Background: an optimization exercise with open tools, aiming at small area. Do not read the settings as production practice.
Only simulation tests tie the RTL to the original design; equivalence was not proved.
Power figures rest on the tool's default switching activity, not on a simulated workload.

## multi_pattern_blinker
module multi_pattern_blinker
#(
  parameter  int CHANNELS = 4,
  parameter  int PAT_W    = 32,
  parameter  int PRESC_W  = 20,
  localparam int CH_W     = (CHANNELS > 1) ? $clog2(CHANNELS) : 1,
  localparam int LEN_W    = blinker_pkg::len_w(PAT_W)
) (
  input  logic                i_clk,
  input  logic                i_rst,
  input  logic                i_cfg_valid,
  output logic                o_cfg_ready,
  input  logic [CH_W-1:0]     i_cfg_ch,
  input  logic [PAT_W-1:0]    i_cfg_pattern,
  input  logic [LEN_W-1:0]    i_cfg_len,
  input  logic [PRESC_W-1:0]  i_cfg_prescale,
  input  logic                i_cfg_oneshot,
  input  logic [CHANNELS-1:0] i_en,
  output logic [CHANNELS-1:0] o_out,
  output logic [CHANNELS-1:0] o_done
);
  logic [CHANNELS-1:0] cfg_we;
  logic [CHANNELS-1:0] pending;
  logic [LEN_W-1:0]    cfg_len_cl;
  logic                cfg_lnz;
  logic [PAT_W:0]      cfg_spat;
  logic [PRESC_W-1:0]  cfg_presc;
  ...
For scale: roughly 1,700 cells after synthesis, about 530 flip-flops, about 77 I/O pins, roughly 19,000 um^2 of cells after synthesis.
==> flow/config.mk <==
export PLATFORM = sky130hd
export DESIGN_NAME = multi_pattern_blinker
export DESIGN_NICKNAME = multi_pattern_blinker
export VERILOG_FILES = /design/flow/design.v
export SDC_FILE = /design/flow/constraint.sdc
export NUM_CORES = 4
export LEC_CHECK = 0
export CAP_MARGIN = 0
export CORE_MARGIN = 2
export CORE_UTILIZATION = 60
export CTS_BUF_LIST = sky130_fd_sc_hd__clkbuf_16
export CTS_CLUSTER_DIAMETER = 150
export CTS_CLUSTER_SIZE = 30
export SLEW_MARGIN = 0
==> flow/constraint.sdc <==
create_clock -name core_clock -period 10.0 [get_ports {i_clk}]
set_input_delay 2.0000 -clock core_clock [delete_from_list [all_inputs] [get_ports {i_clk}]]
set_output_delay 2.0000 -clock core_clock [all_outputs]
set_load 0.01 [all_outputs]
standard.sh (not shown) runs the stock make flow with config.mk's settings and CLKGATE_MAP_FILE= SYNTH_SCRIPT=/design/flow/synth_recipe.tcl, a recipe that flattens the netlist after the stock synthesis.
==> flow/flow/run.sh <==
#!/bin/bash
# Own flow: the standard layout (standard.sh) with these changes:
#  - Yosys's abc maps the combinational logic with an area-oriented script
#    (flow/abc_amap.script) instead of ORFS's default one;
#  - ORFS's adder extraction/mapping step is skipped (ADDER_MAP_FILE empty), so abc sees
#    the counters as plain logic;
#  - the port buffers are buf_1 cells.
# Registers, their names and cell types are untouched: dfflibmap and every other synthesis
# step are the standard ones (synth_recipe.tcl is sourced unchanged).
# Logs: flow_make.log (make's output) and ORFS's per-step logs under orfs/logs/.
set -euo pipefail
W=$(pwd)

cat > "$W/flow_synth.tcl" <<EOT
proc abc {args} {
  set i [lsearch -exact \$args -script]
  if { \$i >= 0 } { lset args [expr { \$i + 1 }] $W/flow/abc_amap.script }
  yosys abc {*}\$args
}
source $W/synth_recipe.tcl
EOT

sed "s#SYNTH_SCRIPT=[^ ]*#SYNTH_SCRIPT=$W/flow_synth.tcl#" standard.sh > "$W/flow_standard.sh"
grep -q "SYNTH_SCRIPT=$W/flow_synth.tcl" "$W/flow_standard.sh"

bash "$W/flow_standard.sh" BUFFER_PORTS_ARGS="-buffer_cell sky130_fd_sc_hd__buf_2" ADDER_MAP_FILE= finish \
  > "$W/flow_make.log" 2>&1
==> flow/flow/abc_amap.script <==
strash
dc2
strash
dch -f
amap
strash
dch -f
amap
topo
stime -c
The starting point completed without violations.
Rerun with:
--- a/flow/flow/run.sh
+++ b/flow/flow/run.sh
@@ -25,3 +25,3 @@
 
-bash "$W/flow_standard.sh" BUFFER_PORTS_ARGS="-buffer_cell sky130_fd_sc_hd__buf_2" ADDER_MAP_FILE= finish \
+bash "$W/flow_standard.sh" BUFFER_PORTS_ARGS="-buffer_cell sky130_fd_sc_hd__buf_1" ADDER_MAP_FILE= finish \
   > "$W/flow_make.log" 2>&1
What happened: Sequential power barely changes. Die area stays the same. Combinational power goes down by about 1%. Final area goes down by 0.48%. Worst setup slack gains 0.011 ns. Power is about the same. First-iteration DRC count goes up by 7.8%. Utilization goes down by 0.31 points. Sequential share of layout area goes up by 0.30 points. Via count hardly moves.
Rerun with:
--- a/flow/config.mk
+++ b/flow/config.mk
@@ -9,6 +9,6 @@
 export CORE_MARGIN = 2
-export CORE_UTILIZATION = 60
+export CORE_UTILIZATION = 70
 export CTS_BUF_LIST = sky130_fd_sc_hd__clkbuf_16
-export CTS_CLUSTER_DIAMETER = 150
-export CTS_CLUSTER_SIZE = 30
+export CTS_CLUSTER_DIAMETER = 120
+export CTS_CLUSTER_SIZE = 32
 export SLEW_MARGIN = 0
=>
- The changed run ran to the end with no violations
- total power hardly moves
- sequential cell count is unchanged
- synthesized cell count is unchanged

separate check: timing with driven ports:
The flow's constraints put no driver on any port. The routed layouts listed below were extracted and timed again, unchanged, in two steps. Step 1 (the two cells are an assumption about what drives the block):
set clk [get_ports {i_clk}]
set_driving_cell -lib_cell sky130_fd_sc_hd__clkbuf_16 $clk
set_driving_cell -lib_cell sky130_fd_sc_hd__buf_2 [delete_from_list [all_inputs] $clk]
Step 2 times the ports against the registers' clock, not the clock port: input delays grow and output delays shrink by t, the midpoint of the rising clock arrivals with the driver on. Slacks: no drivers / after step 1 / after step 2; pairs: no drivers / after step 1.
run | shift t [ns] | slack for setup (ns) | worst hold slack (ns) | worst register clock-pin slew, ns | worst data-port slew with drivers (ns)
the first run | 0.596 | 3.630 / 3.630 / 3.630 | 0.464 / 0.464 / 0.464 | 0.12 / 0.12 | 0.07
the second run | 0.601 | 3.641 / 3.641 / 3.641 | 0.465 / 0.465 / 0.465 | 0.11 / 0.11 | 0.06
the third run | 0.591 | 3.285 / 3.285 / 3.285 | 0.472 / 0.472 / 0.472 | 0.12 / 0.12 | 0.08
After both steps every run listed still meets setup and hold.
